Background: an optimization exercise with open tools, aiming at small area and a short achievable clock period. Do not read the settings as production practice.
The RTL was checked by simulation tests, not by an equivalence proof against the original design.
No activity file was given, so power comes from the tool's default toggle rates.

==> flow/design.v <==
`timescale 1ns/1ps
module ex_stage_top (
	input  logic         clk,
	input  logic         rst,           
	input  logic [3:0]   dec_valid,
	input  logic [127:0] dec_pc,
	input  logic [127:0] dec_ins,
	input  logic [127:0] dec_op1,
	input  logic [127:0] dec_op2,
	input  logic [8:0]   dispatch_sel,  
	output logic [3:0]   wb_wen,
	output logic [19:0]  wb_rd,
	output logic [127:0] wb_data,
	output logic [3:0]   jump_en,
	output logic [127:0] jump_addr
);
	logic [3:0] issue;
	always_comb begin
		issue = '0;
		for (int l = 0; l < 3; l++) begin
			if (dispatch_sel[3*l +: 3] != 3'd4) issue[dispatch_sel[3*l +: 2]] = 1'b1;
		end
	end
	for (genvar t = 0; t < 4; t++) begin : g_thread
		ex_thread i_thread (
			.clk       (clk),
			.rst       (rst),
			.issue     (issue[t]),
			.dec_valid (dec_valid[t]),
			.dec_pc    (dec_pc[32*t +: 32]),
			.dec_ins   (dec_ins[32*t +: 32]),
			.dec_op1   (dec_op1[32*t +: 32]),
			.dec_op2   (dec_op2[32*t +: 32]),
			.wb_wen    (wb_wen[t]),
			.wb_rd     (wb_rd[5*t +: 5]),
			.wb_data   (wb_data[32*t +: 32]),
			.jump_en   (jump_en[t]),
			.jump_addr (jump_addr[32*t +: 32])
		);
	end
endmodule
module ex_thread (
	input  logic        clk,
	input  logic        rst,
	input  logic        issue,
	input  logic        dec_valid,
	input  logic [31:0] dec_pc,
	input  logic [31:0] dec_ins,
	input  logic [31:0] dec_op1,
	input  logic [31:0] dec_op2,
	output logic        wb_wen,
	output logic [4:0]  wb_rd,
	output logic [31:0] wb_data,
	output logic        jump_en,
	output logic [31:0] jump_addr
);
	localparam logic [2:0] K_NONE = 3'd0, K_ADD = 3'd1, K_SUB = 3'd2, K_XOR = 3'd3,
		K_OR = 3'd4, K_AND = 3'd5, K_BEQ = 3'd6, K_BNE = 3'd7;
	logic [2:0]       h;
	logic [2:0]       q_v;
	logic [2:0][2:0]  q_k;
	logic [2:0][31:0] q_pc;
	logic [2:0][4:0]  q_rd;   
	logic [2:0][6:0]  q_f7;   
	logic [2:0][4:0]  q_rs1;
	logic [2:0][4:0]  q_rs2;
	logic [2:0][31:0] q_a;
	logic [2:0][31:0] q_b;
	logic        r_wen, r_br, r_bne, r_cin;
	logic [4:0]  r_rd;
	logic [31:0] r_p, r_g;
	logic [31:0] r_val;  
	logic        r_jen;
	always_comb begin
		logic [31:0] gg, pp;
		gg = r_g;
		pp = r_p;
		gg[0] = r_g[0] | (r_p[0] & r_cin);
		for (int d = 1; d < 32; d = d * 2) begin
			for (int i = 31; i >= d; i--) begin
				gg[i] = gg[i] | (pp[i] & gg[i-d]);
				pp[i] = pp[i] & pp[i-d];
			end
		end
		r_val = r_p ^ {gg[30:0], r_cin};
		r_jen = r_br && ((r_p == 32'd0) ^ r_bne);
	end
	assign wb_wen    = r_wen;
	assign wb_rd     = r_rd;
	assign wb_data   = r_val;
	assign jump_en   = r_jen;
	assign jump_addr = r_g;
	logic [2:0]  in_k;
	logic [31:0] in_a, in_b;
	logic [6:0]  opc;
	logic [2:0]  f3;
	logic [6:0]  f7;
	assign opc = dec_ins[6:0];
	assign f3  = dec_ins[14:12];
	assign f7  = dec_ins[31:25];
	always_comb begin
		in_k = K_NONE;
		if (opc == 7'b0110011 && dec_ins[11:7] != 5'd0) begin
			case ({f7, f3})
				{7'h00, 3'b000}: in_k = K_ADD;
				{7'h20, 3'b000}: in_k = K_SUB;
				{7'h00, 3'b100}: in_k = K_XOR;
				{7'h00, 3'b110}: in_k = K_OR;
				{7'h00, 3'b111}: in_k = K_AND;
				default:         in_k = K_NONE;
			endcase
		end else if (opc == 7'b1100011) begin
			if (f3 == 3'b000) in_k = K_BEQ;
			else if (f3 == 3'b001) in_k = K_BNE;
		end
	end
	assign in_a = (r_wen && dec_ins[19:15] == r_rd) ? r_val : dec_op1;
	assign in_b = (r_wen && dec_ins[24:20] == r_rd) ? r_val : dec_op2;
	logic [2:0] m_a, m_b;
	always_comb begin
		for (int i = 0; i < 3; i++) begin
			m_a[i] = r_wen && q_rs1[i] == r_rd;
			m_b[i] = r_wen && q_rs2[i] == r_rd;
		end
	end
	logic        empty;
	logic        e_v;
	logic [2:0]  e_k;
	logic [31:0] e_pc, e_a, e_b;
	logic [4:0]  e_rd;
	logic [6:0]  e_f7;
	logic [2:0]  hk;
	logic [31:0] hpc, ha, hb;
	logic [4:0]  hrd;
	logic [6:0]  hf7;
	logic        hma, hmb;
	always_comb begin
		hk = '0; hpc = '0; hrd = '0; hf7 = '0; ha = '0; hb = '0; hma = 1'b0; hmb = 1'b0;
		for (int i = 0; i < 3; i++) begin
			hk  = hk  | ({3{h[i]}}  & q_k[i]);
			hpc = hpc | ({32{h[i]}} & q_pc[i]);
			hrd = hrd | ({5{h[i]}}  & q_rd[i]);
			hf7 = hf7 | ({7{h[i]}}  & q_f7[i]);
			ha  = ha  | ({32{h[i]}} & q_a[i]);
			hb  = hb  | ({32{h[i]}} & q_b[i]);
			hma = hma | (h[i] & m_a[i]);
			hmb = hmb | (h[i] & m_b[i]);
		end
		empty = q_v == 3'b000;
		if (!empty) begin
			e_k  = hk;
			e_pc = hpc;
			e_rd = hrd;
			e_f7 = hf7;
			e_a  = hma ? r_val : ha;
			e_b  = hmb ? r_val : hb;
		end else begin
			e_k  = in_k;
			e_pc = dec_pc;
			e_rd = dec_ins[11:7];
			e_f7 = f7;
			e_a  = in_a;
			e_b  = in_b;
		end
		e_v = (!empty || dec_valid) && !r_jen;  
	end
	logic [31:0] tgt, bx;
	logic [12:0] imm, lg, lp, cg, cp;
	logic [18:0] ones, zers;
	logic        inc, dec;
	logic        is_br, sub, is_as;
	always_comb begin
		sub   = e_k == K_SUB;
		is_as = e_k == K_ADD || e_k == K_SUB;
		is_br = e_k[2] && e_k[1];
		bx    = e_b ^ {32{sub}};
		imm  = {e_f7[6], e_rd[0], e_f7[5:0], e_rd[4:1], 1'b0};
		lg   = e_pc[12:0] & imm;
		lp   = e_pc[12:0] ^ imm;
		cg   = lg;
		cp   = lp;
		for (int d = 1; d < 13; d = d * 2) begin
			for (int i = 12; i >= d; i--) begin
				cg[i] = cg[i] | (cp[i] & cg[i-d]);
				cp[i] = cp[i] & cp[i-d];
			end
		end
		ones = e_pc[31:13];
		zers = ~e_pc[31:13];
		for (int d = 1; d < 19; d = d * 2) begin
			for (int i = 18; i >= d; i--) begin
				ones[i] = ones[i] & ones[i-d];
				zers[i] = zers[i] & zers[i-d];
			end
		end
		inc  = cg[12] && !imm[12];
		dec  = !cg[12] && imm[12];
		tgt  = {e_pc[31:13] ^ (({19{inc}} & {ones[17:0], 1'b1}) | ({19{dec}} & {zers[17:0], 1'b1})),
			lp ^ {cg[11:0], 1'b0}};
	end
	always_ff @(posedge clk) begin
		r_wen <= rst && issue && e_v && e_k != K_NONE && !is_br;
		r_br  <= rst && issue && e_v && is_br;
		r_bne <= e_k[0];
		r_cin <= sub;
		r_rd  <= e_rd;
		case (e_k)
			K_OR:    r_p <= e_a | e_b;
			K_AND:   r_p <= e_a & e_b;
			default: r_p <= e_a ^ bx;
		endcase
		r_g <= is_br ? tgt : ({32{is_as}} & e_a & bx);
	end
	logic       dup, shift, store, flush;
	logic [2:0] s_v, h_n, tail;
	always_comb begin
		dup = 1'b0;
		for (int i = 0; i < 3; i++) begin
			if (q_v[i] && q_pc[i] == dec_pc) dup = 1'b1;
		end
		shift = issue && !empty;
		s_v   = shift ? (q_v & ~h) : q_v;         
		h_n   = shift ? {h[1:0], h[2]} : h;
		for (int i = 0; i < 3; i++) begin
			tail[i] = (s_v == 3'b000) ? h_n[i] : (!s_v[i] && s_v[(i+2)%3]);
		end
		store = dec_valid && !dup && !(issue && empty);
		flush = !rst || r_jen;
	end
	always_ff @(posedge clk) begin
		h   <= !rst ? 3'b001 : h_n;
		q_v <= flush ? 3'b000 : (s_v | ({3{store}} & tail));
	end
	for (genvar i = 0; i < 3; i++) begin : g_entry
		logic ld, fa, fb, ha_, hb_;
		assign ld  = !s_v[i];
		assign fa  = s_v[i] && m_a[i];
		assign fb  = s_v[i] && m_b[i];
		assign ha_ = s_v[i] && !m_a[i];
		assign hb_ = s_v[i] && !m_b[i];
		always_ff @(posedge clk) begin
			if (ld) begin
				q_k[i]   <= in_k;
				q_pc[i]  <= dec_pc;
				q_rd[i]  <= dec_ins[11:7];
				q_f7[i]  <= f7;
				q_rs1[i] <= dec_ins[19:15];
				q_rs2[i] <= dec_ins[24:20];
			end
			q_a[i] <= ({32{ld}} & in_a) | ({32{fa}} & r_val) | ({32{ha_}} & q_a[i]);
			q_b[i] <= ({32{ld}} & in_b) | ({32{fb}} & r_val) | ({32{hb_}} & q_b[i]);
		end
	end
endmodule
==> flow/run.sh <==
#!/bin/bash
# synth_recipe.tcl (not shown) runs the flow's synth.tcl, then flattens the netlist and writes it again
# the make line also repeats each setting of config.mk as NAME=value (left out here)
make -C /OpenROAD-flow-scripts/flow DESIGN_CONFIG=/design/flow/config.mk WORK_HOME=/design/flow/orfs CLKGATE_MAP_FILE= SYNTH_SCRIPT=/design/flow/synth_recipe.tcl finish
==> flow/config.mk <==
export PLATFORM = sky130hd
export DESIGN_NAME = ex_stage_top
export DESIGN_NICKNAME = ex_stage_top
export VERILOG_FILES = /design/flow/design.v
export SDC_FILE = /design/flow/constraint.sdc
export NUM_CORES = 4
export LEC_CHECK = 0
export CAP_MARGIN = 35
export CORE_MARGIN = 2
export CORE_UTILIZATION = 30
export PLACE_DENSITY = 0.45
export SETUP_SLACK_MARGIN = 0.4
export SLEW_MARGIN = 35
==> flow/constraint.sdc <==
create_clock -name core_clock -period 12.0 [get_ports {clk}]
set_input_delay 2.4000 -clock core_clock [delete_from_list [all_inputs] [get_ports {clk}]]
set_output_delay 2.4000 -clock core_clock [all_outputs]
set_load 0.01 [all_outputs]
==> results of run 1 <==
[layer usage]
metal / GRT usage [%] / routed length (um) / vias to the layer above
li1: - / - / 40200
met1: 37.1 / 189000 / 45300
met2: 42.0 / 200000 / 5168
met3: 5.85 / 46400 / 891
met4: 12.9 / 23900 / 66
met5: 0 / 436 / -
[registers in the layout (all words and copies together), names as in the netlist, 20 cells and up]
register,cells
g_thread.i_thread.q_a,384
g_thread.i_thread.q_b,384
g_thread.i_thread.q_pc,384
g_thread.i_thread.r_g,128
g_thread.i_thread.r_p,128
g_thread.i_thread.q_f7,84
g_thread.i_thread.q_rd,60
g_thread.i_thread.q_rs1,60
g_thread.i_thread.q_rs2,60
g_thread.i_thread.q_k,36
g_thread.i_thread.r_rd,20
[worst max-delay path: cells and delay by family, from the launching register on]
family / cells / cell delay, ns
and+or+nand+nor: 3 / 1.00
buffers and inverters: 2 / 0.60
adders and majority gates: 2 / 0.48
AOI/OAI and AO/OA: 7 / 2.13
DFF: 1 / 0.33
[placed cells by master (no fill, tap or decap), drive strengths merged, types with 179 or more instances in the layout]
cell type	count
inv	257
o21ai	555
edfxtp	684
nor2	669
a222oi	449
xnor2	575
clkdlybuf4s50	809
o22ai	810
dfxtp	1084
clkbuf	313
a21oi	1425
nand2	811
mux2i	179
buf	208
xor2	315
[layout make-up]
cell class / instances / area, um2 / share of cell area, %
tap: 4140 / 5180 / 4.56
timing repair buffer: 1018 / 9820 / 8.66
multi-input combinational: 7549 / 48100 / 42.4
antenna: 28 / 70.1 / 0.0617
clock buffer: 312 / 6080 / 5.35
clock inverter: 81 / 1020 / 0.897
sequential: 1768 / 42300 / 37.3
inverter: 256 / 961 / 0.847
[through the flow]
| stage | power [mW] | area [um2] | utilization [%] |
|---|---|---|---|
| 2_1_floorplan | 15.5 | 94000 | - |
| 3_3_place_gp | 21.4 | 106000 | 33.9 |
| 3_5_place_dp | 21.6 | 106000 | 34.1 |
| 4_1_cts | 28.4 | 113000 | 36.3 |
| 5_1_grt | 29.8 | 113000 | 36.4 |
| 6_report | 28.6 | 114000 | 36.4 |
[report_power, final]
group	internal [mW]	total [mW]	switching, mW
Sequential	7.33	8.63	1.30
Combinational	4.48	13.2	8.76
Clock	3.88	6.73	2.85
Total	15.7	28.6	12.9
[cell families after synthesis]
kind of cell,synth area share [%]
and+or+nand+nor,11.6
DFF,45.0
buffers and inverters,4.70
adders and majority gates,0.964
muxes,2.11
xor gates and xnor gates,8.34
AOI/OAI and AO/OA,27.3
[worst paths after layout]
kind	startpoint	end	slack, ns	cells past startpoint
worst max-delay path	g_thread[2].i_thread.r_p[0]$_DFF_P_	wb_data[94]	4.16	14
worst min-delay path	g_thread[1].i_thread.q_a[69]$_DFF_P_	g_thread[1].i_thread.q_a[69]$_DFF_P_	0.49	1
worst max register to register	g_thread[3].i_thread.q_v[0]$_SDFF_PP0_	g_thread[3].i_thread.r_g[31]$_DFF_P_	4.66	30
worst min register to register	g_thread[1].i_thread.q_a[69]$_DFF_P_	g_thread[1].i_thread.q_a[69]$_DFF_P_	0.49	1
==> run_results.csv, run 1 <==
group,metric,value,unit
status,status,"finished clean",
setup_path,worstPathCellList,"ha_1, or2_2, ha_1, o211ai_1, a21oi_1, o31ai_1, a21o_1, o31a_1, o31ai_1, a2111o_1, and3_1, nor2_1, inv_1, clkdlybuf4s50_1",
logic_synthesis,synth_cells,10400,
logic_synthesis,synth_warnings,2,
cells_and_area,drive_gt1_share,7.39,%
clock_tree,clk_pin_slew,0.06,ns
setup_path,criticalPathCategory,"register to primary output",
sta,setup_tns,0,ns
logic_synthesis,synth_top_cell_by_area,"dfxtp_1",
die,initial_core_util,30.2,%
clock_tree,cts_made_buffers,215,
die,core-area,312000,um2
cells_and_area,final_cells,15200,
logic_synthesis,yosysSeqAreaShare,45.0,%
power_and_ir_drop,power.density,252,nW/um2
power_and_ir_drop,leakage,41.3,nW
die,die_w,564,um
die,row_count,205,
clock_tree,cts_setup_buffers,0,
sta,worstMarginPinSlew,1.08,ns
setup_path,slowest_delay,0.50,ns
die,ios,811,
setup_path,slowest_stage,"clkdlybuf4s50_1",
sta,slew_viol_final,0,
sta,finalClockSkew,0.0547,ns
setup_path,arrival,5.44,ns
placement,gp_congestion,0.926,
routing,firstDrtPassIters,11,
sta,layout_setup_ws,4.16,ns
logic_synthesis,syn_area_per_cell,9.01,um2
global_route,grt_max_degree,110,
clock_tree,cts_max_level,4,
placement,dp.cells,14700,
placement,port_buffers,810,
clock_tree,cts_buffer_depth,4,
logic_synthesis,yosys_register_bits,1768,
global_route,grt_pass1_wl,645000,um
routing,drt_iter0_drc,12000,
logic_synthesis,postSynth.asyncResetShare,0,%
sta,relSlewSlack,27.2,%
logic_synthesis,synth_flop_cell,"dfxtp_1",
clock_tree,cts.sinks,1768,
logic_synthesis,synth-edff-count,684,
sta,finalSetupViolCount,0,
global_route,first_global_vias,86600,
run,maxCapViolations,0,
global_route,grt-ovfl-total,0,
clock_tree,ctsHoldBuffers,0,
clock_tree,cts_tree,"built",
logic_synthesis,yosysUniqueCellTypes,108,
clock_tree,postCtsResizedCells,0,
logic_synthesis,synth_nets,11000,
routing,wl,460000,um
routing,vias_per_cell,6.05,
die,die_h,564,um
global_route,antenna_found_initial,76,
setup_path,cp.required,9.60,ns
routing,drc,0,
global_route,grt_usage,27.6,%
die,die_area,318000,um2
cells_and_area,syn_to_final_growth,20.8,%
logic_synthesis,synth_area,94000,um2
routing,vias,91700,
setup_path,cp-start-kind,"register",
sta,period_minus_slack,7.84,ns
clock_tree,clk_latency,0.92,ns
placement,dp_hpwl,319000,um
min_path,min_path_type,"register to register",
power_and_ir_drop,ir_drop,130,uV
placement,post-place-ws,3.38,ns
setup_path,crit_path_end_kind,"primary output",
sta,rsz0062_at_grt,"no",
clock_tree,cts_root_buffer,"clkbuf_16",
logic_synthesis,yosysTopAreaCellShare,23.1,%
routing,antenna_left,0,
logic_synthesis,synth_commonest_cells,"a21oi_1, dfxtp_1, o22ai_1",
logic_synthesis,yosys.cell_count.top_type,"a21oi_1",
cells_and_area,fin_nets,11400,
sta,max_freq,128,MHz
sta,worst_hold_slack,0.494,ns
sta,period_share,65.3,%
setup_path,cp_max_fo,7,
sta,hold_viol,0,
cells_and_area,nFillCells,31300,
routing,post_drt_wl_per_cell,30.4,um
logic_synthesis,synth.top_cells.by_area,"dfxtp_1, edfxtp_1, a21oi_1",
==> run 2: changes to the inputs <==
--- a/flow/design.v
+++ b/flow/design.v
@@ -67,28 +67,19 @@
 	logic [2:0][31:0] q_a;
 	logic [2:0][31:0] q_b;
-	logic        r_wen, r_br, r_bne, r_cin;
+	logic        r_wen, r_jen, r_cin;
 	logic [4:0]  r_rd;
 	logic [31:0] r_p, r_g;
 	logic [31:0] r_val;  
-	logic        r_jen;
-	always_comb begin
-		logic [31:0] gg, pp;
-		gg = r_g;
-		pp = r_p;
-		gg[0] = r_g[0] | (r_p[0] & r_cin);
-		for (int d = 1; d < 32; d = d * 2) begin
-			for (int i = 31; i >= d; i--) begin
-				gg[i] = gg[i] | (pp[i] & gg[i-d]);
-				pp[i] = pp[i] & pp[i-d];
-			end
-		end
-		r_val = r_p ^ {gg[30:0], r_cin};
-		r_jen = r_br && ((r_p == 32'd0) ^ r_bne);
-	end
+	pg_add i_add (
+		.p   (r_p),
+		.g   (r_g),
+		.cin (r_cin),
+		.s   (r_val)
+	);
 	assign wb_wen    = r_wen;
 	assign wb_rd     = r_rd;
 	assign wb_data   = r_val;
 	assign jump_en   = r_jen;
-	assign jump_addr = r_g;
+	assign jump_addr = r_val;
 	logic [2:0]  in_k;
 	logic [31:0] in_a, in_b;
@@ -165,9 +156,6 @@
 		e_v = (!empty || dec_valid) && !r_jen;  
 	end
-	logic [31:0] tgt, bx;
-	logic [12:0] imm, lg, lp, cg, cp;
-	logic [18:0] ones, zers;
-	logic        inc, dec;
-	logic        is_br, sub, is_as;
+	logic [31:0] bx, x, imm;
+	logic        is_br, sub, is_as, eq;
 	always_comb begin
 		sub   = e_k == K_SUB;
@@ -175,40 +163,20 @@
 		is_br = e_k[2] && e_k[1];
 		bx    = e_b ^ {32{sub}};
-		imm  = {e_f7[6], e_rd[0], e_f7[5:0], e_rd[4:1], 1'b0};
-		lg   = e_pc[12:0] & imm;
-		lp   = e_pc[12:0] ^ imm;
-		cg   = lg;
-		cp   = lp;
-		for (int d = 1; d < 13; d = d * 2) begin
-			for (int i = 12; i >= d; i--) begin
-				cg[i] = cg[i] | (cp[i] & cg[i-d]);
-				cp[i] = cp[i] & cp[i-d];
-			end
-		end
-		ones = e_pc[31:13];
-		zers = ~e_pc[31:13];
-		for (int d = 1; d < 19; d = d * 2) begin
-			for (int i = 18; i >= d; i--) begin
-				ones[i] = ones[i] & ones[i-d];
-				zers[i] = zers[i] & zers[i-d];
-			end
-		end
-		inc  = cg[12] && !imm[12];
-		dec  = !cg[12] && imm[12];
-		tgt  = {e_pc[31:13] ^ (({19{inc}} & {ones[17:0], 1'b1}) | ({19{dec}} & {zers[17:0], 1'b1})),
-			lp ^ {cg[11:0], 1'b0}};
+		x     = e_a ^ bx;
+		eq    = x == 32'd0;  
+		imm   = {{20{e_f7[6]}}, e_rd[0], e_f7[5:0], e_rd[4:1], 1'b0};
 	end
 	always_ff @(posedge clk) begin
 		r_wen <= rst && issue && e_v && e_k != K_NONE && !is_br;
-		r_br  <= rst && issue && e_v && is_br;
-		r_bne <= e_k[0];
+		r_jen <= rst && issue && e_v && is_br && (eq ^ e_k[0]);
 		r_cin <= sub;
 		r_rd  <= e_rd;
 		case (e_k)
-			K_OR:    r_p <= e_a | e_b;
-			K_AND:   r_p <= e_a & e_b;
-			default: r_p <= e_a ^ bx;
+			K_OR:         r_p <= e_a | e_b;
+			K_AND:        r_p <= e_a & e_b;
+			K_BEQ, K_BNE: r_p <= e_pc ^ imm;
+			default:      r_p <= x;
 		endcase
-		r_g <= is_br ? tgt : ({32{is_as}} & e_a & bx);
+		r_g <= is_br ? (e_pc & imm) : ({32{is_as}} & e_a & bx);
 	end
 	logic       dup, shift, store, flush;
@@ -253,2 +221,22 @@
 	end
 endmodule
+module pg_add (
+	input  logic [31:0] p,
+	input  logic [31:0] g,
+	input  logic        cin,
+	output logic [31:0] s
+);
+	always_comb begin
+		logic [31:0] gg, pp;
+		gg = g;
+		pp = p;
+		gg[0] = g[0] | (p[0] & cin);
+		for (int d = 1; d < 32; d = d * 2) begin
+			for (int i = 31; i >= d; i--) begin
+				gg[i] = gg[i] | (pp[i] & gg[i-d]);
+				pp[i] = pp[i] & pp[i-d];
+			end
+		end
+		s = p ^ {gg[30:0], cin};
+	end
+endmodule
--- a/flow/config.mk
+++ b/flow/config.mk
@@ -12,2 +12,3 @@
 export SETUP_SLACK_MARGIN = 0.4
 export SLEW_MARGIN = 35
+export SYNTH_HIERARCHICAL = 1
==> run 2 against run 1 <==
Global-route usage shrank 1.8 points. Worst hold slack worse by 0.0036 ns. Clock power down 3.7%.
==> run_results.csv, run 2 <==
group,metric,value,unit
setup_path,criticalPathCategory,"register to primary output",
die,die_w,557,um
clock_tree,clk_pin_slew,0.07,ns
setup_path,cp_max_fo,10,
routing,vias_per_cell,5.82,
clock_tree,clk_latency,0.90,ns
logic_synthesis,syn_area_per_cell,9.22,um2
die,die_h,557,um
sta,period_minus_slack,7.12,ns
global_route,grt_pass1_wl,596000,um
routing,post_drt_wl_per_cell,28.7,um
routing,drc,0,
sta,relSlewSlack,28.2,%
power_and_ir_drop,ir_drop,170,uV
power_and_ir_drop,p_sw_share,43.9,%
clock_tree,cts_buffer_depth,4,
setup_path,crit_path_end_kind,"primary output",
sta,finalClockSkew,0.0501,ns
clock_tree,cts_root_buffer,"clkbuf_16",
cells_and_area,layout_commonest_cell,"nor2_1",
sta,max_freq,140,MHz
run,maxCapViolations,0,
setup_path,cpMostUsedCell,"ha_1",
die,core-area,305000,um2
setup_path,slowest_delay,0.72,ns
cells_and_area,drive_gt1_share,9.73,%
logic_synthesis,synth_cells,9948,
power_and_ir_drop,leakage,40.7,nW
setup_path,worstPathCellList,"ha_1, or2_2, ha_1, o211ai_2, a211oi_2, o21ai_1, a311oi_1, or4_1, a21oi_2, xnor2_2, buf_4, clkdlybuf4s50_1",
cells_and_area,reg_top3,"g_thread.i_thread.q_a: 384 flops, g_thread.i_thread.q_b: 384 flops, g_thread.i_thread.q_pc: 384 flops",
power_and_ir_drop,pwr-share-seq,28.7,%
clock_tree,postCtsResizedCells,0,
clock_tree,cts_max_level,4,
cells_and_area,final_cells,14600,
die,ios,811,
setup_path,cp.required,9.60,ns
routing,wl,420000,um
routing,vias,85100,
routing,antenna_left,0,
global_route,grt_usage,25.8,%
cells_and_area,final_cell_area,111000,um2
sta,finalSetupViolCount,0,
sta,hold_viol,0,
routing,drt_iter0_drc,10800,
cells_and_area,nFillCells,30600,
setup_path,cp-start-kind,"register",
sta,slew_viol_final,0,
global_route,first_global_vias,81300,
clock_tree,ctsHoldBuffers,0,
min_path,hold_depth,2,
cells_and_area,layout_common_cells,"nor2_1, dfxtp_1, o22ai_1",
setup_path,slowest_stage,"clkdlybuf4s50_1",
global_route,antenna_found_initial,68,
logic_synthesis,synth_area,91800,um2
clock_tree,cts_made_buffers,210,
placement,dp_hpwl,294000,um
clock_tree,cts_tree,"built",
clock_tree,cts.sinks,1760,
sta,period_share,59.4,%
cells_and_area,syn_to_final_growth,20.8,%
power_and_ir_drop,netSwitchingPower,12.6,mW
logic_synthesis,synth_nets,10600,
clock_tree,cts_setup_buffers,0,
setup_path,arrival,4.72,ns
die,die_area,310000,um2
setup_path,ff2ff_path_depth,20,
global_route,grt-ovfl-total,0,
placement,dp.cells,14200,
placement,port_buffers,810,
logic_synthesis,synth_warnings,9,
status,status,"finished clean",
power_and_ir_drop,power.density,259,nW/um2
cells_and_area,fin_nets,11000,
placement,gp_congestion,0.912,
die,row_count,203,
power_and_ir_drop,internal_power,16.1,mW
die,initial_core_util,30.1,%
sta,setup_tns,0,ns
placement,place_area,104000,um2
power_and_ir_drop,comb_power_share,48.7,%
power_and_ir_drop,p_clk_share,22.6,%
sta,worstMarginPinSlew,1.07,ns
sta,rsz0062_at_grt,"no",
min_path,min_path_type,"register to register",
global_route,grt_max_degree,87,
routing,firstDrtPassIters,10,
-- run 2: worst paths after layout --
check | start | endpoint | slack, ns
worst max-delay path | g_thread[0].i_thread.r_p[0]$_DFF_P_ | wb_data[28] | 4.88
worst min-delay path | g_thread[1].i_thread.q_a[85]$_DFF_P_ | g_thread[1].i_thread.q_a[85]$_DFF_P_ | 0.49
worst min register to register | g_thread[1].i_thread.q_a[85]$_DFF_P_ | g_thread[1].i_thread.q_a[85]$_DFF_P_ | 0.49
worst max register to register | g_thread[2].i_thread.r_p[0]$_DFF_P_ | g_thread[2].i_thread.r_jen$_DFF_P_ | 6.76
-- run 2: worst max-delay path, delay by kind of cell, from the launching register on --
family          cells  cell delay (ns)
xor+xnor            1             0.12
flops               1             0.31
fa+ha+maj           2             0.42
compound gates      5             1.10
simple gates        2             0.87
buf+inv             2             0.99
-- run 2: power by group through the flow --
stage | logic [mW] | clock network (mW) | registers (mW)
2_1_floorplan | 8.11 | 0 | 7.91
3_5_place_dp | 13.7 | 0 | 8.34
4_1_cts | 13.8 | 6.60 | 8.22
5_1_grt | 14.8 | 6.82 | 8.37
6_report | 14.0 | 6.48 | 8.25
3_3_place_gp | 13.6 | 0 | 8.32
-- run 2: final cells by class --
type	count	area, um2	share of cell area [%]
Inverter	115	432	0.390
Antenna cell	24	60.1	0.0542
Sequential cell	1760	42100	38.0
Timing Repair Buffer	1070	10300	9.34
Clock inverter	97	1000	0.907
Clock buffer	286	5840	5.27
Multi-Input combinational cell	7177	45900	41.4
Tap cell	4100	5130	4.63
-- run 2: through the flow --
| step | power (mW) | hold WS [ns] | worst slack [ns] | util (%) |
|---|---|---|---|---|
| finish | 28.7 | 0.491 | 4.88 | 36.3 |
| global route | 30.0 | 0.509 | 4.62 | 36.3 |
| CTS | 28.6 | 0.493 | 4.67 | 36.2 |
| detailed placement | 22.1 | 0.480 | 4.67 | 34.0 |
| global placement | 21.9 | 0.470 | 4.74 | 33.8 |
| floorplan | 16.0 | 0.460 | 6.47 | - |
-- run 2: per-layer routing --
metal	wire (um)	global-route usage, %	vias to the layer above
met2	193000	41.5	4151
met4	13200	7.71	66
met5	404	0	-
met1	179000	35.0	42200
li1	-	-	38000
met3	34300	4.72	653
==> run 3: changes to the inputs <==
--- a/flow/config.mk
+++ b/flow/config.mk
@@ -8,6 +8,6 @@
 export CAP_MARGIN = 35
 export CORE_MARGIN = 2
-export CORE_UTILIZATION = 30
-export PLACE_DENSITY = 0.45
+export CORE_UTILIZATION = 50
+export PLACE_DENSITY = 0.62
 export SETUP_SLACK_MARGIN = 0.4
 export SLEW_MARGIN = 35
==> run 3 against run 2 <==
Synthesized area is the same. Highest routed layer unchanged. Largest cell class unchanged. Register-to-register slack worse by 0.16 ns. Largest power group unchanged. Wire length fell by 10%.
==> run_results.csv, run 3 <==
group,metric,value,unit
clock_tree,clk_pin_slew,0.07,ns
cells_and_area,reg_top3,"g_thread.i_thread.q_a: 384 flops, g_thread.i_thread.q_b: 384 flops, g_thread.i_thread.q_pc: 384 flops",
sta,max_freq,139,MHz
global_route,antenna_found_initial,64,
logic_synthesis,synth_cells,9948,
sta,period_minus_slack,7.18,ns
clock_tree,ctsHoldBuffers,0,
routing,antenna_left,0,
power_and_ir_drop,power.density,261,nW/um2
setup_path,cp-start-kind,"register",
clock_tree,cts_setup_buffers,0,
routing,vias,86200,
routing,drt_iter0_drc,13300,
sta,slew_viol_final,0,
routing,wl,377000,um
die,initial_core_util,50.2,%
cells_and_area,multi_input_area,45500,um2
power_and_ir_drop,ir_drop,165,uV
sta,finalClockSkew,0.0325,ns
cells_and_area,nFillCells,15700,
global_route,first_global_vias,79300,
sta,setup_tns,0,ns
die,die_area,187000,um2
cells_and_area,syn_to_final_growth,17.9,%
sta,rsz0062_at_grt,"no",
logic_synthesis,synth_nets,10600,
placement,dp_hpwl,263000,um
die,die_h,432,um
clock_tree,cts.sinks,1760,
setup_path,arrival,4.78,ns
setup_path,cp_max_fo,4,
clock_tree,cts_max_level,4,
logic_synthesis,synth_area,91800,um2
placement,port_buffers,810,
sta,worstMarginPinSlew,1.05,ns
clock_tree,cts_made_buffers,192,
global_route,grt_pass1_wl,542000,um
placement,dp.cells,12500,
placement,gp_congestion,0.973,
global_route,grt_max_degree,94,
cells_and_area,layout_common_cells,"nor2_1, dfxtp_1, o22ai_1",
cells_and_area,seq_area,42100,um2
die,core-area,183000,um2
clock_tree,clk_latency,0.88,ns
clock_tree,cts_buffer_depth,3,
power_and_ir_drop,leakage,40.4,nW
clock_tree,cts_root_buffer,"clkbuf_16",
routing,firstDrtPassIters,10,
setup_path,cp.required,9.60,ns
die,ios,811,
sta,period_share,59.8,%
setup_path,criticalPathCategory,"register to primary output",
die,die_w,432,um
clock_tree,postCtsResizedCells,0,
status,status,"finished clean",
routing,post_drt_wl_per_cell,29.1,um
routing,vias_per_cell,6.67,
logic_synthesis,synth_warnings,9,
cells_and_area,layout_commonest_cell,"nor2_1",
sta,hold_viol,0,
setup_path,crit_path_end_kind,"primary output",
global_route,grt-ovfl-total,0,
min_path,min_path_type,"register to register",
global_route,grt_usage,38.5,%
clock_tree,cts_tree,"built",
sta,relSlewSlack,30.0,%
cells_and_area,final_cells,12900,
logic_synthesis,syn_area_per_cell,9.22,um2
cells_and_area,drive_gt1_share,9.23,%
die,row_count,157,
cells_and_area,fin_nets,11000,
routing,drc,0,
run,maxCapViolations,0,
sta,finalSetupViolCount,0,
==> run 3: worst max-delay path, cell delays in order (launching register included) <==
cell and delay (ns):
dfxtp_1 0.33, ha_1 0.23, or2_2 0.30, ha_1 0.23, o211ai_2 0.28, a211oi_2 0.16, nor3_4 0.28, a21oi_1 0.15
o21a_1 0.24, o2111a_1 0.25, nor4b_2 0.76, clkdlybuf4s50_1 0.69
==> run 3: through the flow <==
| step | worst slack (ns) | power [mW] | hold slack (ns) | util [%] | area [um2] |
|---|---|---|---|---|---|
| floorplan | 6.47 | 16.0 | 0.460 | - | 91800 |
| global placement | 4.57 | 21.5 | 0.471 | 55.2 | 101000 |
| detailed placement | 4.53 | 21.6 | 0.480 | 55.5 | 101000 |
| CTS | 4.76 | 27.8 | 0.494 | 59.1 | 108000 |
| global route | 4.70 | 29.2 | 0.514 | 59.2 | 108000 |
| finish | 4.82 | 28.2 | 0.494 | 59.2 | 108000 |
==> run 3: layout make-up <==
type	instances	share of cell area, %
timing repair buffer	1087	9.66
tap	2385	2.76
multi-input combinational	7177	42.1
clock inverter	82	0.878
inverter	115	0.399
sequential	1760	38.9
antenna	51	0.118
clock buffer	280	5.14
==> run 3: path summary, 6_finish.rpt <==
kind / start / endpoint / slack, ns / cells after the start
max: g_thread[3].i_thread.r_p[0]$_DFF_P_ / wb_data[126] / 4.82 / 11
min: g_thread[0].i_thread.q_a[77]$_DFF_P_ / g_thread[0].i_thread.q_a[77]$_DFF_P_ / 0.49 / 2
max reg2reg: g_thread[3].i_thread.r_p[0]$_DFF_P_ / g_thread[3].i_thread.r_jen$_DFF_P_ / 6.60 / 20
min reg2reg: g_thread[0].i_thread.q_a[77]$_DFF_P_ / g_thread[0].i_thread.q_a[77]$_DFF_P_ / 0.49 / 2
==> run 3: power breakdown <==
| group | switching (mW) | internal [mW] | leakage, nW |
|---|---|---|---|
| sequential | 0.999 | 7.26 | 16.3 |
| clock | 2.57 | 3.60 | 3.18 |
| combinational | 8.71 | 5.05 | 21.0 |
| total | 12.3 | 15.9 | 40.4 |
==> run 3: metal layers <==
| metal | share of wire [%] | GRT usage (%) | wire length (um) | vias to the layer above |
|---|---|---|---|---|
| li1 | - | - | - | 38100 |
| met1 | 39 | 51.3 | 147000 | 41600 |
| met2 | 45 | 58.8 | 168000 | 5630 |
| met3 | 11 | 7.63 | 40600 | 885 |
| met4 | 5.7 | 21.0 | 21500 | 18 |
| met5 | 0.038 | 0 | 144 | - |
==> run 4: changes to the inputs <==
==> flow/flow/run.sh (new file) <==
#!/bin/bash
# Standard synthesis, then the standard flow's own layout with two changes: port buffers
# of a plain buffer cell (not the slow delay buffer buffer_ports picks by
# itself), and timing repair aimed at a tighter setup margin.
set -euo pipefail
bash standard.sh synth > synth.log 2>&1
bash standard.sh finish SETUP_SLACK_MARGIN=6.5 "BUFFER_PORTS_ARGS=-buffer_cell sky130_fd_sc_hd__buf_2" > layout.log 2>&1
==> flow/standard.sh (new file) <==
#!/bin/bash
# synth_recipe.tcl (not shown) runs the flow's synth.tcl, then flattens the netlist and writes it again
# the make line also repeats each setting of config.mk as NAME=value (left out here)
make -C /OpenROAD-flow-scripts/flow DESIGN_CONFIG=/design/flow/config.mk WORK_HOME=/design/flow/orfs CLKGATE_MAP_FILE= SYNTH_SCRIPT=/design/flow/synth_recipe.tcl "${@:-finish}"
--- a/flow/config.mk
+++ b/flow/config.mk
@@ -8,6 +8,6 @@
 export CAP_MARGIN = 35
 export CORE_MARGIN = 2
-export CORE_UTILIZATION = 50
-export PLACE_DENSITY = 0.62
+export CORE_UTILIZATION = 30
+export PLACE_DENSITY = 0.45
 export SETUP_SLACK_MARGIN = 0.4
 export SLEW_MARGIN = 35
removed: flow/run.sh
==> run 4 against run 3 <==
Critical path type unchanged. Still clean on timing, DRC and antenna. Highest routed layer unchanged. Synthesized cell count unchanged. Setup slack better by 1.1 ns. Maximum frequency up 17%.
==> run_results.csv, run 4 <==
group,metric,value,unit
status,status,"finished clean",
power_and_ir_drop,leakage,43.0,nW
power_and_ir_drop,internal_power,16.9,mW
sta,period_minus_slack,6.13,ns
clock_tree,cts.sinks,1760,
cells_and_area,layout_common_cells,"nor2_1, dfxtp_1, o22ai_1",
power_and_ir_drop,power.density,269,nW/um2
die,initial_core_util,30.1,%
global_route,grt_usage,26.0,%
sta,slew_viol_final,0,
setup_path,worstPathCellList,"ha_4, or2_4, ha_4, o211ai_4, a211oi_4, o21ai_2, a311oi_2, or4_4, a21oi_4, xnor2_2, buf_6, buf_6",
clock_tree,clk_latency,0.91,ns
setup_path,cp-start-kind,"register",
cells_and_area,nFillCells,30700,
clock_tree,clk_pin_slew,0.06,ns
cells_and_area,drive_gt1_share,21.4,%
setup_path,cp.required,9.60,ns
setup_path,cp.buffers_inverters,2,
clock_tree,cts_root_buffer,"clkbuf_16",
die,ios,811,
setup_path,slowest_delay,0.56,ns
setup_path,crit_path_end_kind,"primary output",
sta,layout_setup_ws,5.87,ns
logic_synthesis,synth_warnings,9,
run,maxCapViolations,0,
power_and_ir_drop,ir_drop,177,uV
die,die_w,557,um
global_route,grt_pass1_wl,601000,um
cells_and_area,reg_top3,"g_thread.i_thread.q_a: 384 flops, g_thread.i_thread.q_b: 384 flops, g_thread.i_thread.q_pc: 384 flops",
logic_synthesis,synth_nets,10600,
sta,hold_viol,0,
sta,max_freq,163,MHz
power_and_ir_drop,pwr-share-seq,27.9,%
cells_and_area,seq_area,42200,um2
cells_and_area,syn_to_final_growth,22.2,%
sta,setup_tns,0,ns
placement,gp_congestion,0.923,
routing,post_drt_wl_per_cell,28.5,um
routing,drc,0,
die,die_h,557,um
min_path,min_path_type,"register to register",
sta,finalSetupViolCount,0,
global_route,first_global_vias,81600,
clock_tree,cts_buffer_depth,4,
routing,firstDrtPassIters,8,
sta,period_share,51.1,%
cells_and_area,multi_input_area,47500,um2
power_and_ir_drop,p_sw_share,44.1,%
clock_tree,cts_max_level,4,
sta,relSlewSlack,32.8,%
die,die_area,310000,um2
die,core-area,305000,um2
global_route,grt-ovfl-total,0,
routing,wl,426000,um
power_and_ir_drop,p_clk_share,22.1,%
cells_and_area,postLayoutCoreUtil,36.8,%
logic_synthesis,synth_cells,9948,
setup_path,slowest_stage,"or4_4",
power_and_ir_drop,netSwitchingPower,13.3,mW
global_route,grt_max_degree,85,
logic_synthesis,synth_area,91800,um2
placement,port_buffers,810,
clock_tree,cts_made_buffers,213,
power_and_ir_drop,comb_power_share,50.1,%
routing,antenna_left,0,
placement,post-place-ws,5.45,ns
cells_and_area,final_cell_area,112000,um2
logic_synthesis,syn_area_per_cell,9.22,um2
clock_tree,cts_tree,"built",
sta,worstMarginPinSlew,1.01,ns
die,row_count,203,
placement,dp_hpwl,291000,um
routing,vias_per_cell,5.81,
setup_path,cp_max_fo,4,
routing,vias,86800,
setup_path,criticalPathCategory,"register to primary output",
cells_and_area,layout_commonest_cell,"nor2_1",
setup_path,arrival,3.73,ns
sta,finalClockSkew,0.0562,ns
setup_path,crit_family,"compound AO/OA/AOI/OAI gates",
routing,drt_iter0_drc,10700,
cells_and_area,fin_nets,11300,
placement,place_area,99500,um2
sta,rsz0062_at_grt,"yes",
global_route,antenna_found_initial,121,
## run 4: per-stage QoR
step,hold WS (ns),power [mW],std cells
CTS,0.494,29.3,14800
global route,0.518,31.4,14900
floorplan,0.460,16.0,9948
finish,0.492,30.2,14900
global placement,0.470,20.9,14200
detailed placement,0.480,21.1,14200
## run 4: area by class of cell
cell class | count | share of cell area, %
Multi-Input combinational cell | 7177 | 42.4
Sequential cell | 1760 | 37.6
Timing Repair Buffer | 1343 | 8.55
Clock buffer | 291 | 5.30
Tap cell | 4100 | 4.58
Clock inverter | 99 | 1.02
Inverter | 115 | 0.397
Antenna cell | 60 | 0.134
## run 4: power by group through the flow
stage                     Sequential [mW]  Combinational, mW  Clock, mW
after detailed placement             8.37               12.7          0
after global placement               8.35               12.6          0
after CTS                            8.34               14.2       6.79
after global routing                 8.53               15.9       7.03
final                                8.41               15.1       6.66
after floorplan                      7.91               8.11          0
## run 4: what timing repair did
item / in CTS / in global routing
hold buffers: 0 / 0
gates resized for setup: 441 / 243
gates cloned: 0 / 2
buffers inserted: 152 / 94
setup endpoints to repair: 186 / 299
pin swaps: 143 / 126
## run 4: worst reg2reg max path, stage by stage (launching register included)
cell and delay (ns):
dfxtp_2 0.32, ha_4 0.16, or2_4 0.23, ha_4 0.17
o211ai_4 0.22, a211oi_4 0.12, o21ai_2 0.20, a311oi_2 0.14
or4_4 0.56, a21oi_4 0.15, xnor2_2 0.08, buf_6 0.16
buf_4 0.14, buf_4 0.17, a221oi_2 0.71, xnor2_1 0.29
nor4b_1 0.44, o22ai_1 0.16, nor4_2 0.36, mux2i_1 0.22
## run 4: path summary, 6_finish.rpt
kind | slack (ns) | from | end | depth (start not counted)
setup / recovery | 5.87 | g_thread[0].i_thread.r_cin$_DFF_P_ | wb_data[28] | 12
hold / removal | 0.49 | g_thread[0].i_thread.q_a[92]$_DFF_P_ | g_thread[0].i_thread.q_a[92]$_DFF_P_ | 2
setup reg to reg | 6.92 | g_thread[2].i_thread.r_p[0]$_DFF_P_ | g_thread[2].i_thread.r_jen$_DFF_P_ | 19
hold reg to reg | 0.49 | g_thread[0].i_thread.q_a[92]$_DFF_P_ | g_thread[0].i_thread.q_a[92]$_DFF_P_ | 2
## run 4: per-layer routing
| metal | up-vias | track usage [%] | wire length [um] |
|---|---|---|---|
| li1 | 38600 | - | - |
| met1 | 43000 | 35.4 | 180000 |
| met2 | 4298 | 41.2 | 194000 |
| met3 | 745 | 5.12 | 36500 |
| met4 | 86 | 8.16 | 14600 |
| met5 | - | 0 | 530 |
==> run 5: changes to the inputs <==
--- a/flow/config.mk
+++ b/flow/config.mk
@@ -9,4 +9,7 @@
 export CORE_MARGIN = 2
 export CORE_UTILIZATION = 30
+export CTS_BUF_LIST = sky130_fd_sc_hd__clkbuf_8
+export CTS_CLUSTER_DIAMETER = 60
+export CTS_CLUSTER_SIZE = 30
 export PLACE_DENSITY = 0.45
 export SETUP_SLACK_MARGIN = 0.4
==> run 5 against run 4 <==
Total power fell by 5.2%. Non-clock buffer count is 15 higher. Register-to-register slack got worse by 0.02 ns. Sequential share of layout area is 0.68 points higher. Cell area decreased by 1.8%. Synthesized cell count unchanged. Worst hold slack gained 0.0088 ns.
==> run_results.csv, run 5 <==
group,metric,value,unit
die,die_h,557,um
power_and_ir_drop,power.density,260,nW/um2
cells_and_area,layout_commonest_cell,"nor2_1",
placement,post-place-ws,5.45,ns
logic_synthesis,synth_nets,10600,
logic_synthesis,synth_cells,9948,
cells_and_area,layout_common_cells,"nor2_1, dfxtp_1, o22ai_1",
sta,slew_viol_final,0,
clock_tree,cts_made_buffers,197,
setup_path,arrival,3.87,ns
global_route,antenna_found_initial,123,
global_route,grt_usage,26.0,%
die,ios,811,
routing,firstDrtPassIters,9,
clock_tree,clk_pin_slew,0.09,ns
setup_path,reg2reg_slack,6.90,ns
setup_path,cp.required,9.60,ns
min_path,min_from,"g_thread[1].i_thread.q_a[91]$_DFF_P_",
power_and_ir_drop,p_clk_share,17.1,%
routing,vias,86400,
routing,wl,426000,um
clock_tree,cts_tree,"built",
status,status,"finished clean",
sta,hold_viol,0,
min_path,min_to,"g_thread[1].i_thread.q_a[91]$_DFF_P_",
power_and_ir_drop,p_sw_share,46.6,%
die,core-area,305000,um2
setup_path,slowest_delay,0.56,ns
routing,post_drt_wl_per_cell,28.5,um
setup_path,r2r_start,"g_thread[2].i_thread.r_p[0]$_DFF_P_",
die,initial_core_util,30.1,%
logic_synthesis,synth_area,91800,um2
global_route,first_global_vias,81200,
sta,worstMarginPinSlew,1.00,ns
clock_tree,clk_latency,1.04,ns
setup_path,slowest_stage,"or4_4",
sta,finalClockSkew,0.0877,ns
logic_synthesis,syn_area_per_cell,9.22,um2
power_and_ir_drop,comb_power_share,53.6,%
setup_path,worstPathCellList,"ha_4, or2_4, ha_4, o211ai_4, a211oi_4, o21ai_2, a311oi_2, or4_4, a21oi_4, xnor2_2, buf_6, buf_6",
placement,place_area,99500,um2
run,maxCapViolations,0,
cells_and_area,drive_gt1_share,21.9,%
clock_tree,cts_root_buffer,"clkbuf_8",
placement,gp_congestion,0.923,
clock_tree,cts.sinks,1760,
sta,layout_setup_ws,5.73,ns
setup_path,ff2ff_path_depth,19,
die,row_count,203,
logic_synthesis,synth_warnings,9,
routing,antenna_left,0,
placement,dp_hpwl,291000,um
cells_and_area,syn_to_final_growth,20.0,%
cells_and_area,fin_nets,11300,
placement,port_buffers,810,
setup_path,r2r_end,"g_thread[2].i_thread.r_jen$_DFF_P_",
power_and_ir_drop,internal_power,15.3,mW
cells_and_area,nFillCells,30800,
power_and_ir_drop,pwr-share-seq,29.4,%
sta,finalSetupViolCount,0,
global_route,grt_max_degree,85,
setup_path,criticalPathCategory,"register to primary output",
sta,setup_tns,0,ns
routing,vias_per_cell,5.79,
die,die_w,557,um
sta,period_share,52.3,%
routing,drc,0,
clock_tree,cts_max_level,4,
sta,worst_hold_slack,0.500,ns
power_and_ir_drop,netSwitchingPower,13.3,mW
min_path,hold_depth,2,
global_route,grt_pass1_wl,601000,um
min_path,min_path_type,"register to register",
sta,max_freq,159,MHz
power_and_ir_drop,ir_drop,162,uV
power_and_ir_drop,leakage,42.0,nW
cells_and_area,reg_top3,"g_thread.i_thread.q_a: 384 flops, g_thread.i_thread.q_b: 384 flops, g_thread.i_thread.q_pc: 384 flops",
setup_path,cp-start-kind,"register",
sta,period_minus_slack,6.27,ns
sta,relSlewSlack,33.1,%
cells_and_area,final_cell_area,110000,um2
setup_path,crit_path_end_kind,"primary output",
clock_tree,cts_buffer_depth,4,
power_and_ir_drop,total_power,28.6,mW
global_route,grt-ovfl-total,0,
clock_tree,ctsHoldBuffers,0,
sta,rsz0062_at_grt,"yes",
routing,drt_iter0_drc,11100,
die,die_area,310000,um2
setup_path,cp_max_fo,4,
-- run 5: cell types whose count changed in the layout (fill, tap and decap cells not counted), moves of 11 or more --
cell	previous run	this run
clkbuf_1	51	0
buf_2	681	654
inv_1	99	111
clkinv_4	6	17
buf_6	262	304
clkinv_1	21	3
inv_8	0	25
clkinv_8	3	14
clkbuf_16	217	0
clkbuf_8	23	210
clkinv_2	40	23
inv_6	1	24
-- run 5: worst max-delay path: cells and delay by family (launching register included) --
kind                     cells  cell delay (ns)
adder cells (fa/ha/maj)      2             0.32
AND/OR/NAND/NOR              2             0.79
XOR/XNOR                     1             0.13
buffers and inverters        2             0.36
flip-flops                   1             0.35
AO/OA/AOI/OAI                5             0.86
-- run 5: power groups by stage --
| stage | Clock, mW | Sequential, mW | Combinational, mW |
|---|---|---|---|
| after CTS | 5.00 | 8.33 | 14.4 |
| final | 4.88 | 8.39 | 15.3 |
| after floorplan | 0 | 7.91 | 8.11 |
| after detailed placement | 0 | 8.37 | 12.7 |
| after global placement | 0 | 8.35 | 12.6 |
| after global routing | 5.23 | 8.52 | 16.1 |
-- run 5: cell type report --
cell class | count | area, um2 | area share (%)
multi-input combinational | 7177 | 47600 | 43.2
antenna | 67 | 168 | 0.152
sequential | 1760 | 42200 | 38.3
tap | 4100 | 5130 | 4.66
timing repair buffer | 1358 | 9940 | 9.03
clock buffer | 210 | 2890 | 2.62
clock inverter | 152 | 1740 | 1.58
inverter | 115 | 443 | 0.402
-- run 5: how the worst max path moves through the flow --
stage                                        start                                    to  slack, ns
2_1_floorplan                      dispatch_sel[0]  g_thread[2].i_thread.q_a[15]$_DFF_P_       6.63
3_3_place_gp                            dec_ins[7]    g_thread[0].i_thread.r_jen$_DFF_P_       5.16
3_5_place_dp                           dec_ins[29]    g_thread[0].i_thread.r_jen$_DFF_P_       5.45
4_1_cts        g_thread[0].i_thread.r_p[0]$_DFF_P_                           wb_data[28]       5.60
5_1_grt        g_thread[3].i_thread.r_p[0]$_DFF_P_                        jump_addr[124]       5.57
6_report        g_thread[0].i_thread.r_cin$_DFF_P_                           wb_data[28]       5.73
-- run 5: timing repair --
item,in CTS,in global routing
resized for setup,489,257
pin swaps,162,132
cloned,0,2
endpoints found under the setup margin,205,247
setup buffers,169,91
-- run 5: routing by layer --
layer  global-route usage, %  share of wire (%)  routed length (um)  vias up
met5                       0               0.12                 509        -
met4                    8.27                3.6               15300       82
met3                    5.15                8.8               37400      716
met2                    41.1                 45              192000     4352
met1                    35.4                 42              180000    42700
li1                        -                  -                   -    38600
-- run 5: stage by stage --
stage / std cells / utilization [%]
floorplan: 9948 / -
global placement: 14200 / 32.5
detailed placement: 14200 / 32.6
CTS: 14800 / 35.4
global route: 14900 / 36.1
finish: 14900 / 36.1
==> run 6: changes to the inputs <==
--- a/flow/design.v
+++ b/flow/design.v
@@ -67,5 +67,5 @@
 	logic [2:0][31:0] q_a;
 	logic [2:0][31:0] q_b;
-	logic        r_wen, r_jen, r_cin;
+	logic        r_wen, r_jen;
 	logic [4:0]  r_rd;
 	logic [31:0] r_p, r_g;
@@ -74,5 +74,4 @@
 		.p   (r_p),
 		.g   (r_g),
-		.cin (r_cin),
 		.s   (r_val)
 	);
@@ -170,5 +169,4 @@
 		r_wen <= rst && issue && e_v && e_k != K_NONE && !is_br;
 		r_jen <= rst && issue && e_v && is_br && (eq ^ e_k[0]);
-		r_cin <= sub;
 		r_rd  <= e_rd;
 		case (e_k)
@@ -176,7 +174,7 @@
 			K_AND:        r_p <= e_a & e_b;
 			K_BEQ, K_BNE: r_p <= e_pc ^ imm;
-			default:      r_p <= x;
+			default:      r_p <= {x[31:1], x[0] ^ sub};  
 		endcase
-		r_g <= is_br ? (e_pc & imm) : ({32{is_as}} & e_a & bx);
+		r_g <= is_br ? (e_pc & imm) : ({32{is_as}} & {e_a[31:1] & bx[31:1], (e_a[0] & bx[0]) | (x[0] & sub)});
 	end
 	logic       dup, shift, store, flush;
@@ -224,5 +222,4 @@
 	input  logic [31:0] p,
 	input  logic [31:0] g,
-	input  logic        cin,
 	output logic [31:0] s
 );
@@ -231,5 +228,4 @@
 		gg = g;
 		pp = p;
-		gg[0] = g[0] | (p[0] & cin);
 		for (int d = 1; d < 32; d = d * 2) begin
 			for (int i = 31; i >= d; i--) begin
@@ -238,5 +234,5 @@
 			end
 		end
-		s = p ^ {gg[30:0], cin};
+		s = p ^ {gg[30:0], 1'b0};
 	end
 endmodule
--- a/flow/config.mk
+++ b/flow/config.mk
@@ -9,7 +9,4 @@
 export CORE_MARGIN = 2
 export CORE_UTILIZATION = 30
-export CTS_BUF_LIST = sky130_fd_sc_hd__clkbuf_8
-export CTS_CLUSTER_DIAMETER = 60
-export CTS_CLUSTER_SIZE = 30
 export PLACE_DENSITY = 0.45
 export SETUP_SLACK_MARGIN = 0.4
==> run 6 against run 5 <==
Die area is 1.3% lower. Clock power grew 34%. Wire length decreased by 0.18%. Maximum frequency rose by 7.9%. Worst hold slack better by 0.011 ns. Critical path type unchanged. Critical endpoint is now jump_addr[54].
==> run_results.csv, run 6 <==
group,metric,value,unit
setup_path,crit_family,"compound AO/OA/AOI/OAI gates",
routing,drt_iter0_drc,11600,
logic_synthesis,syn_area_per_cell,9.45,um2
setup_path,cp.buffers_inverters,2,
clock_tree,cts_buffer_depth,4,
clock_tree,ctsHoldBuffers,0,
clock_tree,cts.sinks,1756,
clock_tree,clk_pin_slew,0.06,ns
sta,relSlewSlack,27.7,%
setup_path,slowest_stage,"dfxtp_4",
global_route,first_global_vias,79400,
cells_and_area,syn_to_final_growth,22.2,%
routing,vias_per_cell,5.87,
sta,max_freq,172,MHz
clock_tree,cts_tree,"built",
routing,drc,0,
die,initial_core_util,30.2,%
routing,route.met2.wl,189000,um
sta,finalSetupViolCount,0,
die,die_area,306000,um2
power_and_ir_drop,ir_drop,168,uV
sta,worst_hold_slack,0.511,ns
global_route,grt_usage,26.2,%
placement,dp_hpwl,290000,um
clock_tree,cts_made_buffers,212,
status,status,"finished clean",
setup_path,crit_path_end_kind,"primary output",
die,ios,811,
sta,worstMarginPinSlew,1.08,ns
die,die_w,553,um
routing,post_drt_wl_per_cell,29.5,um
clock_tree,clk_latency,0.92,ns
routing,dr.max_layer_used,"met5",
sta,finalClockSkew,0.0861,ns
die,row_count,201,
sta,period_share,48.5,%
logic_synthesis,synth_cells,9584,
cells_and_area,layout_commonest_cell,"nor2_1",
placement,port_buffers,810,
sta,layout_setup_ws,6.18,ns
routing,wl,425000,um
global_route,antenna_found_initial,150,
cells_and_area,fin_nets,11000,
routing,firstDrtPassIters,10,
sta,hold_viol,0,
global_route,grt_max_degree,97,
setup_path,reg2reg_slack,6.86,ns
setup_path,cp.required,9.60,ns
cells_and_area,final_cell_area,111000,um2
die,die_h,553,um
placement,post-place-ws,4.70,ns
setup_path,worstPathCellList,"ha_4, o211ai_1, a21boi_2, a31o_4, a211o_4, a21o_1, a31oi_2, xnor2_1, buf_4, buf_6",
sta,slew_viol_final,0,
sta,period_minus_slack,5.82,ns
global_route,grt_pass1_wl,598000,um
routing,met1_length,178000,um
power_and_ir_drop,power.density,291,nW/um2
logic_synthesis,synth_area,90600,um2
setup_path,slowest_delay,0.37,ns
clock_tree,cts_root_buffer,"clkbuf_16",
sta,setup_tns,0,ns
clock_tree,cts_max_level,4,
cells_and_area,reg_top3,"g_thread.i_thread.q_a: 384 flops, g_thread.i_thread.q_b: 384 flops, g_thread.i_thread.q_pc: 384 flops",
routing,vias,84500,
run,maxCapViolations,0,
power_and_ir_drop,leakage,41.9,nW
die,core-area,300000,um2
min_path,min_path_type,"register to register",
logic_synthesis,synth_warnings,9,
logic_synthesis,synth_nets,10400,
sta,rsz0062_at_grt,"yes",
cells_and_area,layout_common_cells,"nor2_1, dfxtp_1, o22ai_1",
setup_path,cp-start-kind,"register",
routing,wl_met3,39600,um
cells_and_area,drive_gt1_share,22.4,%
routing,antenna_left,0,
global_route,grt-ovfl-total,0,
setup_path,cp_max_fo,5,
setup_path,criticalPathCategory,"register to primary output",
placement,place_area,97900,um2
setup_path,arrival,3.42,ns
placement,gp_congestion,0.927,
==> run 6: what timing repair did <==
| action | CTS | global route |
|---|---|---|
| pin swaps | 136 | 137 |
| endpoints found under the hold margin | 0 | 0 |
| setup endpoints to repair | 178 | 173 |
| gates resized for setup | 506 | 256 |
| gates cloned | 4 | 4 |
| setup buffers | 157 | 81 |
==> run 6: through the flow <==
step                total power [mW]  instances  utilization (%)
floorplan                       16.6       9584                -
global placement                22.1      13700             32.6
detailed placement              22.2      13700             32.6
CTS                             31.0      14200             36.1
global route                    33.4      14400             36.9
finish                          32.2      14400             36.9
==> run 6: final cells by class <==
type | count | area, um2
Clock inverter | 105 | 1040
Sequential cell | 1756 | 42200
Multi-Input combinational cell | 6871 | 46900
Fill cell | 30100 | 189000
Tap cell | 3958 | 4950
Antenna cell | 54 | 135
Clock buffer | 288 | 5870
Inverter | 51 | 191
Timing Repair Buffer | 1310 | 9390
==> run 6: metal layers <==
metal | global-route usage [%] | up-vias
li1 | - | 37100
met1 | 35.8 | 42000
met2 | 40.6 | 4510
met3 | 5.39 | 768
met4 | 9.82 | 88
met5 | 0 | -
==> run 6: worst min-delay path, stage by stage, from the launching register on <==
cell     delay (ns)
dfxtp_1        0.32
o22ai_1        0.08
nor2_1         0.07
==> run 6: path summary, 6_finish.rpt <==
| check | startpoint | endpoint | depth (start not counted) |
|---|---|---|---|
| worst min-delay path | g_thread[1].i_thread.q_b[88]$_DFF_P_ | g_thread[1].i_thread.q_b[88]$_DFF_P_ | 2 |
| worst max register to register | g_thread[0].i_thread.r_rd[3]$_DFF_P_ | g_thread[0].i_thread.r_jen$_DFF_P_ | 14 |
| worst max-delay path | g_thread[1].i_thread.r_p[1]$_DFF_P_ | jump_addr[54] | 10 |
| worst min register to register | g_thread[1].i_thread.q_b[88]$_DFF_P_ | g_thread[1].i_thread.q_b[88]$_DFF_P_ | 2 |
==> run 6: where the power goes <==
group	internal, mW	switching (mW)	total, mW
Clock	3.73	2.80	6.53
Combinational	6.69	10.4	17.1
Sequential	7.37	1.19	8.56
Total	17.8	14.4	32.2
==> run 7: changes to the inputs <==
--- a/flow/design.v
+++ b/flow/design.v
@@ -224,15 +224,50 @@
 	output logic [31:0] s
 );
-	always_comb begin
-		logic [31:0] gg, pp;
-		gg = g;
-		pp = p;
-		for (int d = 1; d < 32; d = d * 2) begin
-			for (int i = 31; i >= d; i--) begin
-				gg[i] = gg[i] | (pp[i] & gg[i-d]);
-				pp[i] = pp[i] & pp[i-d];
-			end
-		end
-		s = p ^ {gg[30:0], 1'b0};
-	end
-endmodule
+	logic [31:0] g1, g2, g3, g4, g5;
+	logic [31:0] p1, p2, p3, p4;
+	assign g1[0] = g[0];
+	ks_g  #(.W(1))  i_g1 (.gh(g[1]),     .ph(p[1]),     .gl(g[0]),     .go(g1[1]));
+	ks_gp #(.W(30)) i_p1 (.gh(g[31:2]),  .ph(p[31:2]),  .gl(g[30:1]),  .pl(p[30:1]),  .go(g1[31:2]),  .po(p1[31:2]));
+	assign g2[1:0] = g1[1:0];
+	ks_g  #(.W(2))  i_g2 (.gh(g1[3:2]),  .ph(p1[3:2]),  .gl(g1[1:0]),  .go(g2[3:2]));
+	ks_gp #(.W(28)) i_p2 (.gh(g1[31:4]), .ph(p1[31:4]), .gl(g1[29:2]), .pl(p1[29:2]), .go(g2[31:4]),  .po(p2[31:4]));
+	assign g3[3:0] = g2[3:0];
+	ks_g  #(.W(4))  i_g3 (.gh(g2[7:4]),  .ph(p2[7:4]),  .gl(g2[3:0]),  .go(g3[7:4]));
+	ks_gp #(.W(24)) i_p3 (.gh(g2[31:8]), .ph(p2[31:8]), .gl(g2[27:4]), .pl(p2[27:4]), .go(g3[31:8]),  .po(p3[31:8]));
+	assign g4[7:0] = g3[7:0];
+	ks_g  #(.W(8))  i_g4 (.gh(g3[15:8]), .ph(p3[15:8]), .gl(g3[7:0]),  .go(g4[15:8]));
+	ks_gp #(.W(16)) i_p4 (.gh(g3[31:16]), .ph(p3[31:16]), .gl(g3[23:8]), .pl(p3[23:8]), .go(g4[31:16]), .po(p4[31:16]));
+	assign g5[15:0] = g4[15:0];
+	ks_g  #(.W(16)) i_g5 (.gh(g4[31:16]), .ph(p4[31:16]), .gl(g4[15:0]), .go(g5[31:16]));
+	ks_x i_x (.p(p), .c({g5[30:0], 1'b0}), .s(s));
+endmodule
+module ks_g #(
+	parameter int W = 1
+) (
+	input  logic [W-1:0] gh,
+	input  logic [W-1:0] ph,
+	input  logic [W-1:0] gl,
+	output logic [W-1:0] go
+);
+	assign go = gh | (ph & gl);
+endmodule
+module ks_gp #(
+	parameter int W = 1
+) (
+	input  logic [W-1:0] gh,
+	input  logic [W-1:0] ph,
+	input  logic [W-1:0] gl,
+	input  logic [W-1:0] pl,
+	output logic [W-1:0] go,
+	output logic [W-1:0] po
+);
+	assign go = gh | (ph & gl);
+	assign po = ph & pl;
+endmodule
+module ks_x (
+	input  logic [31:0] p,
+	input  logic [31:0] c,
+	output logic [31:0] s
+);
+	assign s = p ^ c;
+endmodule
--- a/flow/flow/run.sh
+++ b/flow/flow/run.sh
@@ -5,3 +5,3 @@
 set -euo pipefail
 bash standard.sh synth > synth.log 2>&1
-bash standard.sh finish SETUP_SLACK_MARGIN=6.5 "BUFFER_PORTS_ARGS=-buffer_cell sky130_fd_sc_hd__buf_2" > layout.log 2>&1
+bash standard.sh finish SETUP_SLACK_MARGIN=7.0 "BUFFER_PORTS_ARGS=-buffer_cell sky130_fd_sc_hd__buf_2" > layout.log 2>&1
==> run 7 against run 6 <==
Still clean. Sequential share of layout area fell by 1.2 points. Synthesized cell count rose by 3.4%. Synthesized area rose by 1.8%. Worst hold slack got worse by 0.019 ns. Clock skew fell by 0.043 ns. Wire length fell by 1.3%. Final cell count rose by 4.0%. Combinational power fell by 18%. Setup slack improved by 0.20 ns. Count of clock-buffer cells in the layout rose by 28. Largest power group unchanged.
==> run_results.csv, run 7 <==
group,metric,value,unit
sta,rsz0062_at_grt,"yes",
cells_and_area,layout_commonest_cell,"nor2_1",
setup_path,arrival,6.39,ns
routing,vias_per_cell,5.62,
global_route,grt_max_degree,100,
routing,antenna_left,0,
sta,hold_viol,0,
sta,relSlewSlack,35.1,%
sta,max_freq,178,MHz
power_and_ir_drop,power.density,253,nW/um2
run,maxCapViolations,0,
routing,wl,419000,um
global_route,grt-ovfl-total,0,
routing,post_drt_wl_per_cell,28.0,um
setup_path,crit_path_end_kind,"register",
cells_and_area,fin_nets,11400,
clock_tree,cts_root_buffer,"clkbuf_16",
cells_and_area,syn_to_final_growth,24.3,%
placement,port_buffers,810,
setup_path,cp-start-kind,"primary input",
clock_tree,cts_tree,"built",
logic_synthesis,synth_area,92200,um2
die,initial_core_util,30.1,%
die,die_area,312000,um2
global_route,antenna_found_initial,117,
min_path,min_path_type,"register to register",
die,die_h,558,um
clock_tree,cts_max_level,4,
clock_tree,cts.sinks,1756,
global_route,grt_pass1_wl,591000,um
routing,drt_iter0_drc,9550,
setup_path,criticalPathCategory,"primary input to register",
power_and_ir_drop,pwr-share-seq,28.4,%
cells_and_area,reg_top3,"g_thread.i_thread.q_a: 384 flops, g_thread.i_thread.q_b: 384 flops, g_thread.i_thread.q_pc: 384 flops",
logic_synthesis,syn_area_per_cell,9.30,um2
die,row_count,203,
status,status,"finished clean",
power_and_ir_drop,ir_drop,165,uV
logic_synthesis,synth_cells,9912,
clock_tree,cts_made_buffers,213,
setup_path,startpoint,"dec_ins[2]",
sta,slew_viol_final,0,
routing,firstDrtPassIters,10,
power_and_ir_drop,leakage,48.4,nW
global_route,first_global_vias,80800,
routing,drc,0,
power_and_ir_drop,internal_power,17.0,mW
placement,place_area,100000,um2
die,ios,811,
sta,period_share,46.8,%
min_path,min_from,"g_thread[0].i_thread.q_a[36]$_DFF_P_",
routing,vias,84200,
sta,finalSetupViolCount,0,
cells_and_area,drive_gt1_share,22.0,%
global_route,grt_usage,25.6,%
sta,worst_hold_slack,0.492,ns
sta,finalClockSkew,0.0434,ns
sta,period_minus_slack,5.61,ns
logic_synthesis,synth_nets,10700,
setup_path,r2r_start,"g_thread[1].i_thread.r_rd[0]$_DFF_P_",
die,die_w,558,um
setup_path,cp_max_fo,7,
cells_and_area,layout_common_cells,"nor2_1, dfxtp_1, o22ai_1",
setup_path,cp.required,12.77,ns
clock_tree,clk_pin_slew,0.05,ns
power_and_ir_drop,p_clk_share,23.5,%
power_and_ir_drop,netSwitchingPower,12.0,mW
cells_and_area,final_cell_area,115000,um2
logic_synthesis,synth_warnings,8,
sta,worstMarginPinSlew,0.970,ns
clock_tree,clk_latency,0.91,ns
clock_tree,cts_buffer_depth,4,
power_and_ir_drop,p_sw_share,41.4,%
placement,dp_hpwl,290000,um
power_and_ir_drop,comb_power_share,48.1,%
sta,setup_tns,0,ns
die,core-area,306000,um2
placement,gp_congestion,0.924,
==> run 7: power by group through the flow <==
stage	Clock, mW	Combinational (mW)	Sequential (mW)
after floorplan	0	6.79	7.79
after global placement	0	11.1	8.21
after detailed placement	0	11.1	8.24
after CTS	6.96	13.1	8.21
after global routing	7.18	14.7	8.35
final	6.84	14.0	8.24
==> run 7: cell type report <==
cell class / instances / area, um2
Antenna cell: 42 / 105
Clock buffer: 316 / 6340
Clock inverter: 81 / 1020
Fill cell: 30700 / 191000
Inverter: 171 / 722
Multi-Input combinational cell: 7097 / 48300
Sequential cell: 1756 / 42300
Tap cell: 4100 / 5130
Timing Repair Buffer: 1406 / 10700
Timing Repair inverter: 6 / 62.6
==> run 7: worst paths after layout <==
| path | end | slack, ns | cells past startpoint |
|---|---|---|---|
| min | g_thread[0].i_thread.q_a[36]$_DFF_P_ | 0.49 | 2 |
| min reg2reg | g_thread[0].i_thread.q_a[36]$_DFF_P_ | 0.49 | 2 |
| max reg2reg | g_thread[1].i_thread.r_jen$_DFF_P_ | 6.79 | 15 |
| max | g_thread[0].i_thread.r_jen$_DFF_P_ | 6.39 | 20 |
==> run 7: metal layers <==
layer	global-route usage (%)	up-vias	wire length (um)
li1	-	37900	-
met4	6.77	56	12100
met3	4.34	649	32600
met1	35.0	41700	181000
met2	41.4	3942	193000
met5	0	-	388
==> run 7: worst max-delay path: stages <==
cell and delay [ns]:
buf_2 0.09, and4bb_2 0.35, nand2_4 0.09, o41ai_4 0.50, buf_12 0.17, o21ai_4 0.06, buf_12 0.14, o211ai_1 0.15
inv_2 0.10, buf_12 0.16, buf_12 0.14, xnor2_2 0.12, ha_1 0.32, nor4_2 0.31, nand4_1 0.33, nor2_4 0.25
nand2_1 0.09, nor3_2 0.15, o21ai_1 0.10, a2111oi_2 0.36
==> run 7: timing repair <==
item / CTS / global route
setup buffers: 259 / 67
hold endpoints to repair: 0 / 0
endpoints found under the setup margin: 424 / 230
gates cloned: 15 / 1
pin swaps: 285 / 164
hold buffers: 0 / 0
gates resized for setup: 589 / 246
==> run 7: through the flow <==
stage | instances | util (%) | power [mW] | setup WS (ns)
after CTS | 14900 | 36.8 | 28.3 | 6.55
after global routing | 15000 | 37.5 | 30.3 | 6.23
after floorplan | 9912 | - | 14.6 | 6.37
final | 15000 | 37.5 | 29.1 | 6.39
after global placement | 14200 | 32.7 | 19.3 | 4.43
after detailed placement | 14200 | 32.8 | 19.4 | 4.59

Re-timed with assumed drivers on the ports (clkbuf_16 on the clock, buf_2 on other inputs), run 7 has 6.467 ns of setup slack against 6.386 ns with ideal ports, and 5.485 ns once port delays also move by the mid clock arrival of 0.982 ns.
